What follows belongs to an exercise in optimizing a design on an open flow for small area, a short achievable clock period and few clock cycles; a production flow would make more cautious choices.
Only simulation tests tie the RTL to the original design; equivalence was not proved.
Power is estimated from default activity; no workload was simulated.

## flow/run.sh

```bash
#!/bin/bash
# synth_recipe.tcl (not shown) runs the flow's synth.tcl, then flattens the netlist and writes it again
# the make line also repeats each setting of config.mk as NAME=value (left out here)
make -C /OpenROAD-flow-scripts/flow DESIGN_CONFIG=/design/flow/config.mk WORK_HOME=/design/flow/orfs CLKGATE_MAP_FILE= SYNTH_SCRIPT=/design/flow/synth_recipe.tcl finish
```

## flow/config.mk

```make
export PLATFORM = sky130hd
export DESIGN_NAME = alu64
export DESIGN_NICKNAME = alu64
export VERILOG_FILES = /design/flow/design.v
export SDC_FILE = /design/flow/constraint.sdc
export NUM_CORES = 4
export LEC_CHECK = 0
export CAP_MARGIN = 20
export CORE_MARGIN = 2
export CORE_UTILIZATION = 40
export SETUP_SLACK_MARGIN = 5
export SLEW_MARGIN = 20
```

## flow/constraint.sdc

```tcl
create_clock -name core_clock -period 10.0 [get_ports {clk}]
set_input_delay 2.0000 -clock core_clock [delete_from_list [all_inputs] [get_ports {clk}]]
set_output_delay 2.0000 -clock core_clock [all_outputs]
set_load 0.01 [all_outputs]
```

## flow/design.v

```verilog
`default_nettype none
package alu_pkg;
  localparam int word_w = 64;
  localparam int iter_w = 7;
  localparam logic [iter_w-1:0] iter_last = iter_w'(word_w - 1);
  typedef logic [word_w-1:0]   word_t;
  typedef logic [2*word_w-1:0] dword_t;
  typedef logic [4:0]          alu_op_t;
  localparam int op_count = 26;
  localparam alu_op_t op_inc    = 5'd0;
  localparam alu_op_t op_dec    = 5'd1;
  localparam alu_op_t op_mul    = 5'd2;
  localparam alu_op_t op_msw    = 5'd3;
  localparam alu_op_t op_div    = 5'd4;
  localparam alu_op_t op_rem    = 5'd5;
  localparam alu_op_t op_add    = 5'd6;
  localparam alu_op_t op_sub    = 5'd7;
  localparam alu_op_t op_and    = 5'd8;
  localparam alu_op_t op_or     = 5'd9;
  localparam alu_op_t op_xor    = 5'd10;
  localparam alu_op_t op_not    = 5'd11;
  localparam alu_op_t op_neg    = 5'd12;
  localparam alu_op_t op_lshl   = 5'd13;
  localparam alu_op_t op_lshr   = 5'd14;
  localparam alu_op_t op_ashl   = 5'd15;
  localparam alu_op_t op_ashr   = 5'd16;
  localparam alu_op_t op_zeros  = 5'd17;
  localparam alu_op_t op_ones   = 5'd18;
  localparam alu_op_t op_pass_r = 5'd19;
  localparam alu_op_t op_pass_s = 5'd20;
  localparam alu_op_t op_nand   = 5'd21;
  localparam alu_op_t op_nor    = 5'd22;
  localparam alu_op_t op_xnor   = 5'd23;
  localparam alu_op_t op_ror    = 5'd24;
  localparam alu_op_t op_rol    = 5'd25;
  typedef enum logic [1:0] {ctrl_idle, ctrl_busy, ctrl_done} ctrl_state_e;
  typedef enum logic [1:0] {md_idle, md_run, md_fix} md_state_e;
endpackage
`default_nettype wire
`timescale 1ns/1ps
`default_nettype none
module alu_logic_unit (
  input  wire alu_pkg::alu_op_t op,
  input  wire alu_pkg::word_t   r,
  input  wire alu_pkg::word_t   s,
  output alu_pkg::word_t        y,
  output logic                  c,
  output logic                  v
);
  localparam int msb = alu_pkg::word_w - 1;
  always_comb begin
    c = 1'b0;
    v = 1'b0;
    y = s;
    case (op)
      alu_pkg::op_and:    y = r & s;
      alu_pkg::op_or:     y = r | s;
      alu_pkg::op_xor:    y = r ^ s;
      alu_pkg::op_not:    y = ~s;
      alu_pkg::op_nand:   y = ~(r & s);
      alu_pkg::op_nor:    y = ~(r | s);
      alu_pkg::op_xnor:   y = ~(r ^ s);
      alu_pkg::op_zeros:  y = '0;
      alu_pkg::op_ones:   y = '1;
      alu_pkg::op_pass_r: y = r;
      alu_pkg::op_lshl: begin
        c = s[msb];
        y = {s[msb-1:0], 1'b0};
      end
      alu_pkg::op_lshr: begin
        c = s[0];
        y = {1'b0, s[msb:1]};
      end
      alu_pkg::op_ashl: begin
        c = s[msb-1];
        y = {s[msb], s[msb-2:0], 1'b0};
        v = s[msb] ^ s[msb-1];
      end
      alu_pkg::op_ashr: begin
        c = s[0];
        y = {s[msb], s[msb:1]};
      end
      alu_pkg::op_ror: begin
        c = s[0];
        y = {s[0], s[msb:1]};
      end
      alu_pkg::op_rol: begin
        c = s[msb];
        y = {s[msb-1:0], s[msb]};
      end
      default: y = s;
    endcase
  end
endmodule
`default_nettype wire
`timescale 1ns/1ps
`default_nettype none
module alu64 (
  input  wire logic             clk,
  input  wire logic             rst_n,
  input  wire logic             req,
  input  wire alu_pkg::alu_op_t op,
  input  wire alu_pkg::word_t   r,
  input  wire alu_pkg::word_t   s,
  output logic                  ack,
  output alu_pkg::word_t        y,
  output logic                  c,
  output logic                  n,
  output logic                  z,
  output logic                  v
);
  localparam int msb = alu_pkg::word_w - 1;
  typedef enum logic [2:0] {
    st_idle, st_exec, st_abs, st_mul, st_div, st_dfix, st_done
  } state_e;
  state_e               state_q;
  alu_pkg::alu_op_t     op_q;
  alu_pkg::word_t       opnd;    
  alu_pkg::word_t       hi;      
  logic [6:0]           cnt;     
  logic                 pb;      
  logic                 qneg;    
  logic                 zr;      
  logic                 st_n, st_z, st_dz;
  logic [65:0]          a66, b66, pp66, sum66;
  logic [1:0]           amode;
  logic                 aen, ainv, one, two, neg, sgn, cinx;
  logic [2:0]           bw;
  logic                 cout;
  assign bw = {y[1], y[0], pb};
  always_comb begin
    amode = 2'd0;
    aen   = 1'b0;
    ainv  = 1'b0;
    one   = 1'b0;
    two   = 1'b0;
    neg   = 1'b0;
    sgn   = 1'b0;
    cinx  = 1'b0;
    case (state_q)
      st_exec: begin
        case (op_q)
          alu_pkg::op_inc: begin one = 1'b1; cinx = 1'b1; end
          alu_pkg::op_dec: begin ainv = 1'b1; one = 1'b1; end
          alu_pkg::op_add: begin aen = 1'b1; one = 1'b1; end
          alu_pkg::op_sub: begin aen = 1'b1; one = 1'b1; neg = 1'b1; end
          alu_pkg::op_neg: begin one = 1'b1; neg = 1'b1; end
          alu_pkg::op_div: begin aen = 1'b1; ainv = y[msb]; cinx = y[msb]; end
          default: ;
        endcase
      end
      st_abs: begin one = 1'b1; neg = 1'b1; end
      st_dfix: begin aen = 1'b1; ainv = qneg; cinx = qneg; end
      st_mul: begin
        amode = 2'd1;
        sgn   = 1'b1;
        one   = bw[1] ^ bw[0];
        two   = (bw == 3'b011) || (bw == 3'b100);
        neg   = bw[2] & ~(bw[1] & bw[0]);
      end
      st_div: begin amode = 2'd2; one = 1'b1; neg = 1'b1; end
      default: ;
    endcase
  end
  always_comb begin
    case (amode)
      2'd1:    a66 = {hi[msb], hi[msb], hi};
      2'd2:    a66 = {2'b00, hi[msb-1:0], y[msb]};
      default: a66 = {2'b00, (y & {64{aen}}) ^ {64{ainv}}};
    endcase
    if (two)      pp66 = {opnd[msb], opnd, 1'b0};
    else if (one) pp66 = {{2{sgn & opnd[msb]}}, opnd};
    else          pp66 = '0;
  end
  assign b66   = pp66 ^ {66{neg}};
  assign sum66 = a66 + b66 + {65'd0, neg | cinx};
  assign cout  = sum66[64] ^ neg;
  alu_pkg::word_t       lu_y, res;
  logic                 lu_c, lu_v, res_c, res_v;
  alu_logic_unit u_logic (
    .op (op_q), .r (y), .s (opnd), .y (lu_y), .c (lu_c), .v (lu_v)
  );
  always_comb begin
    res   = sum66[msb:0];
    res_c = 1'b0;
    res_v = 1'b0;
    case (op_q)
      alu_pkg::op_inc: begin
        res_c = cout;
        res_v = ~opnd[msb] & res[msb];
      end
      alu_pkg::op_dec: begin
        res_c = ~cout;
        res_v = opnd[msb] & ~res[msb];
      end
      alu_pkg::op_add: begin
        res_c = cout;
        res_v = (y[msb] == opnd[msb]) & (res[msb] != y[msb]);
      end
      alu_pkg::op_sub: begin
        res_c = ~cout;
        res_v = (y[msb] != opnd[msb]) & (res[msb] != y[msb]);
      end
      alu_pkg::op_neg: res_v = opnd[msb] & res[msb];
      default: {res, res_c, res_v} = {lu_y, lu_c, lu_v};
    endcase
  end
  logic y_zero, o_zero;
  logic mul_skip, div_skip, last;
  assign y_zero = (y == '0);
  assign o_zero = (opnd == '0);
  assign mul_skip = (cnt >= 7'd8) && ((y[7:0] == 8'h00 && !pb) || (y[7:0] == 8'hff && pb));
  assign div_skip = (cnt >= 7'd8) && (hi[msb-1:msb-7] == '0) &&
                    ({hi[msb-8:0], y[msb:msb-7]} < opnd);
  always_comb begin
    if (state_q == st_mul) last = mul_skip ? (cnt == 7'd8) : (cnt == 7'd2);
    else                   last = div_skip ? (cnt == 7'd8) : (cnt == 7'd1);
  end
  always_ff @(posedge clk) begin
    case (state_q)
      st_idle: begin
        y    <= r;
        opnd <= s;
        op_q <= op;
      end
      st_exec: begin
        cnt <= 7'd64;
        pb  <= 1'b0;
        case (op_q)
          alu_pkg::op_mul: zr <= y_zero | o_zero;
          alu_pkg::op_div: begin
            qneg <= y[msb] ^ opnd[msb];
            zr   <= y_zero;
            if (o_zero) begin
              y            <= '0;
              {c, n, z, v} <= 4'b0001;
            end else begin
              y <= sum66[msb:0];
            end
          end
          alu_pkg::op_msw: begin
            y            <= hi;
            {c, n, z, v} <= {1'b0, st_n, st_z, 1'b0};
          end
          alu_pkg::op_rem: begin
            if (st_dz) begin
              y            <= '0;
              {c, n, z, v} <= 4'b0001;
            end else begin
              y            <= hi;
              {c, n, z, v} <= {1'b0, st_n, st_z, 1'b0};
            end
          end
          default: begin
            y            <= res;
            {c, n, z, v} <= {res_c, res[msb], res == '0, res_v};
          end
        endcase
      end
      st_abs: opnd <= sum66[msb:0];
      st_mul: begin
        if (mul_skip) begin
          y   <= {hi[7:0], y[msb:8]};
          pb  <= y[7];
          cnt <= cnt - 7'd8;
          {c, n, z, v} <= {1'b0, hi[msb], zr, 1'b0};
        end else begin
          y   <= {sum66[1:0], y[msb:2]};
          pb  <= y[1];
          cnt <= cnt - 7'd2;
          {c, n, z, v} <= {1'b0, sum66[65], zr, 1'b0};
        end
      end
      st_div: begin
        if (div_skip) begin
          y   <= {y[msb-8:0], 8'h00};
          cnt <= cnt - 7'd8;
        end else begin
          y   <= {y[msb-1:0], ~sum66[65]};
          cnt <= cnt - 7'd1;
        end
      end
      st_dfix: begin
        y            <= sum66[msb:0];
        {c, n, z, v} <= {1'b0, sum66[msb], zr, 1'b0};
      end
      default: ;
    endcase
  end
  always_ff @(posedge clk) begin
    if (!rst_n) begin
      state_q <= st_idle;
      ack     <= 1'b0;
      hi      <= '0;
      st_n    <= 1'b0;
      st_z    <= 1'b0;
      st_dz   <= 1'b0;
    end else begin
      case (state_q)
        st_idle: if (req) state_q <= st_exec;
        st_exec: begin
          case (op_q)
            alu_pkg::op_mul: begin
              hi      <= '0;
              state_q <= st_mul;
            end
            alu_pkg::op_div: begin
              hi <= '0;
              if (o_zero) begin
                st_n    <= 1'b0;
                st_z    <= 1'b1;
                st_dz   <= 1'b1;
                ack     <= 1'b1;
                state_q <= st_done;
              end else begin
                state_q <= opnd[msb] ? st_abs : st_div;
              end
            end
            default: begin
              ack     <= 1'b1;
              state_q <= st_done;
            end
          endcase
        end
        st_abs: state_q <= st_div;
        st_mul: begin
          hi <= mul_skip ? {{8{hi[msb]}}, hi[msb:8]} : sum66[65:2];
          if (last) begin
            st_n    <= mul_skip ? hi[msb] : sum66[65];
            st_z    <= zr;
            st_dz   <= 1'b0;
            ack     <= 1'b1;
            state_q <= st_done;
          end
        end
        st_div: begin
          if (div_skip)        hi <= {hi[msb-8:0], y[msb:msb-7]};
          else if (sum66[65])  hi <= {hi[msb-1:0], y[msb]};
          else                 hi <= sum66[msb:0];
          if (last) state_q <= st_dfix;
        end
        st_dfix: begin
          st_n    <= sum66[msb];
          st_z    <= zr;
          st_dz   <= 1'b0;
          ack     <= 1'b1;
          state_q <= st_done;
        end
        st_done: if (!req) begin
          ack     <= 1'b0;
          state_q <= st_idle;
        end
        default: state_q <= st_idle;
      endcase
    end
  end
endmodule
`default_nettype wire
```

==> run summary <==
## flip-flops by register name, indices dropped and copies added (netlist names), 3 cells and up
signal,flops
opnd,64
cnt,7
hi,64
state_q,3
op_q,5
y,64
## routing by layer
| metal | wire, um | up-vias | track usage, % |
|---|---|---|---|
| li1 | - | 17271 | - |
| met1 | 75000 | 19882 | 61.0 |
| met2 | 83500 | 4310 | 70.8 |
| met3 | 33900 | 1432 | 18.7 |
| met4 | 22600 | 6 | 38.4 |
| met5 | 37 | - | 0 |
## layout make-up
class / count / area, um2 / area share, %
inverter: 166 / 637 / 1.51
multi-input combinational: 3642 / 26600 / 63.0
antenna: 6 / 15.0 / 0.0356
clock inverter: 17 / 183 / 0.433
sequential: 218 / 5850 / 13.9
timing repair buffer: 647 / 6560 / 15.6
tap: 1040 / 1300 / 3.08
clock buffer: 48 / 1050 / 2.48
## power groups by stage
stage               clock network (mW)  registers (mW)  logic (mW)
floorplan                            0            1.46        2.95
global placement                     0            1.78        4.78
detailed placement                   0            1.78        4.77
CTS                               1.38            1.74        5.56
global route                      1.41            1.77        6.64
finish                            1.40            1.82        6.45
## critical path, delay by kind of cell, from the launching register on
family | cells | cell delay (ns)
xor gates and xnor gates | 1 | 0.19
adders and majority gates | 1 | 0.30
and+or+nand+nor | 12 | 3.19
DFF | 1 | 0.45
buffers and inverters | 7 | 0.87
AOI/OAI and AO/OA | 7 | 1.49
## stage by stage
step                      hold WS (ns)  instances  instance area, um2  power, mW
after floorplan                  0.476       4426               32000       4.40
after global placement           0.485       5417               34900       6.56
after detailed placement         0.493       5417               34900       6.54
after CTS                        0.520       5659               39800       8.67
after global routing             0.545       5780               42200       9.83
final                            0.527       5784               42200       9.68
## final timing paths
path            from   end
max          op_q[3]     z
min             st_z  st_z
max reg2reg  op_q[3]     z
min reg2reg     st_z  st_z
## logic make-up (layout without fill, tap and decap cells)
family | count (synthesis) | count (layout) | share of synthesized area (%)
AO/OA/AOI/OAI | 1719 | 1724 | 36.2
buffers and inverters | 572 | 878 | 7.17
other | 0 | 6 | 0
adder cells (fa/ha/maj) | 266 | 266 | 10.6
XOR/XNOR | 208 | 208 | 5.78
flip-flops | 218 | 218 | 18.5
multiplexers | 54 | 54 | 1.81
AND/OR/NAND/NOR | 1389 | 1390 | 19.9
## placed cells by master, fill, tap and decap left out, types with 113 or more instances in the layout
| cell | instances |
|---|---|
| a21oi_1 | 370 |
| nor2_1 | 342 |
| buf_4 | 291 |
| clkdlybuf4s50_1 | 204 |
| o21ai_0 | 326 |
| nand2_1 | 523 |
| ha_1 | 221 |
| o211ai_1 | 113 |
| inv_1 | 157 |
| xor2_1 | 141 |
| edfxtp_1 | 147 |
## what timing repair did
action,4_1_cts,5_1_grt
cloned,13,12
setup buffers,164,105
endpoints found under the setup margin,206,166
pin swaps,116,171
resized for setup,396,351
==> metrics.md <==
| Metric | Value |
|---|---|
| Switching Power | `roughly 5.3 mW` |
| First-pass GRT wire length | `295 mm` |
| TritonRoute pass-1 iters | `11` |
| Placer congestion estimate | `1.06` |
| Comb power frac | `66.7%` |
| DRC viols | `0` |
| Core area | `77,700 um2` |
| Worst setup SP type | `flip-flop` |
| DP Worst Slack | `1.47 ns` |
| EDFF count, synth | `about 150` |
| Register share of total power | `around a fifth` |
| Final period util | `66.8%` |
| Synth Flop Type | `edfxtp_1` |
| Die area | `81,100 um2` |
| Unrepaired setup endpoints after global routing | `yes` |
| Hold Buf Count CTS | `0` |
| Final setup viols | `0` |
| Port Buffers | `204` |
| Yosys cell types | `95` |
| Final WL | `around 220 mm` |
| Register area share after synthesis | `18.5%` |
| Top post-synthesis cells by area | `edfxtp_1 (14%), ha_1 (10%), o21ai_0 (6.9%), a21oi_1 (6.8%), nand2_1 (6.8%)` |
| R2R cell count | `28` |
| Clk pin slew, worst setup/hold paths | `0.05 ns` |
| Maxcap violations | `0` |
| Final HPWL DP | `141 mm` |
| Post-synth top cells | `nand2_1 (572), o21ai_0 (435), a21oi_1 (431)` |
| Post-synthesis register bit count | `218` |
| Final ANT Viol Nets | `0` |
| Critical Path AT | `7.10 ns` |
| Wire per inst | `about 37 um` |
| Die Wd | `285 um` |
| Vias per std cell | `roughly 7.4` |
| Root Driver | `clkbuf_16` |
| Hold Fails Final Rpt | `0` |
| Area leader, netlist | `edfxtp_1` |
| Peak VDD IR | `between 150 and 200 uV` |
| LEAKAGE | `16.3 nW` |
| Cell Int Power | `4.42 mW` |
| Max Slew Vio Count | `0` |
| Share of post-route cells with drive strength above 1 | `20.6%` |
| Critical path class | `reg2reg` |
| Util after Layout | `54.3%` |
| Clk pwr share | `14.5%` |
| # rows | `102` |
| Gr usage total | `50.0%` |
| Reg2Reg Setup Slack | `3.32 ns` |
| Die Ht | `285 um` |
| TritonCTS buffer count | `36` |
| NumNets Final | `5,113` |
| Slowest stage delay, CP | `0.60 ns` |
| # fillers | `between 7,000 and 8,000` |
| Synth Instances | `4,426` |
| Clk Latency, worst-skew pair | `0.61 ns` |
| Period minus WS final | `6.68 ns` |
| Worst path required time | `10.42 ns` |
| Mean post-synth cell area | `7.12 um2` |
| Worst Hold Class | `reg2reg` |
| Sum of negative setup slack | `0 ns` |
| Clock Path Buffers | `3` |
| Share of the synthesized area in the top cell type | `~14%` |
| Sinks on Clock Net | `218` |
| Vias in the first global route | `38,675` |
| Worst Setup End Kind | `flip-flop` |
| Syn-to-layout area delta | `33.9%` |
| TritonCTS clock tree | `yes` |
| Max H-tree Level | `2` |
| Layout Skew | `0.0450 ns` |
| Initial Util | `40.6%` |
| Worst hold path cell count | `2` |
| Synth Net Count | `4,828` |
| Pin count of the biggest net entering global routing | `approximately 110` |
| Power per Cell Area | `229 nW/um2` |
| Total grt overflow | `0` |
| DRT iter0 DRCs | `8,135` |
| Synth async-reset ratio | `0%` |
| Critical path's slowest cell | `or4_4` |
| I/O pin count | `205` |
| Sw Share | `approximately 54%` |
| Yosys warning count | `2` |
| Most frequent cell after synthesis | `nand2_1` |
| Max_slew headroom | `14.5%` |
| Syn Std Cell Area | `31,500 um2` |
| Initial antenna violation count | `10` |
| Slew @ Worst Pin | `1.28 ns` |
| Crit Path Max Fanout | `5` |
| PnR worst setup slack | `3.32 ns` |
| Status | `timing/DRC/antenna clean` |
| Max Fclk | `150 MHz` |
| Vias | `42,901` |
Testbench counts, summed over its fixed seeds: cycles 24,006.

separate check: timing with driven ports:
Ports are ideal in the flow. The routed layout listed here was re-timed in OpenROAD. Step 1 (the two cells are an assumption about what drives the block):
set clk [get_ports {clk}]
set_driving_cell -lib_cell sky130_fd_sc_hd__clkbuf_16 $clk
set_driving_cell -lib_cell sky130_fd_sc_hd__buf_2 [delete_from_list [all_inputs] $clk]
Step 2 moves the port delays by t, midway between the first and last clock arrival at a register: inputs arrive t later, outputs are due t later. That takes back most of the time a late clock gives input paths. Slacks: ideal / step 1 / step 2; pairs: ideal / step 1.
t (ns): 0.661
slack for setup (ns): 3.325 / 3.325 / 3.325
worst setup path after step 2: register to register
clock arrival spread, ns: 0.045 / 0.045
cell pins on the clock port's net: 1
After both steps this run still meets setup and hold. The setup slack of this run moves by 0.000 ns with the drivers and by 0.000 ns with both steps.
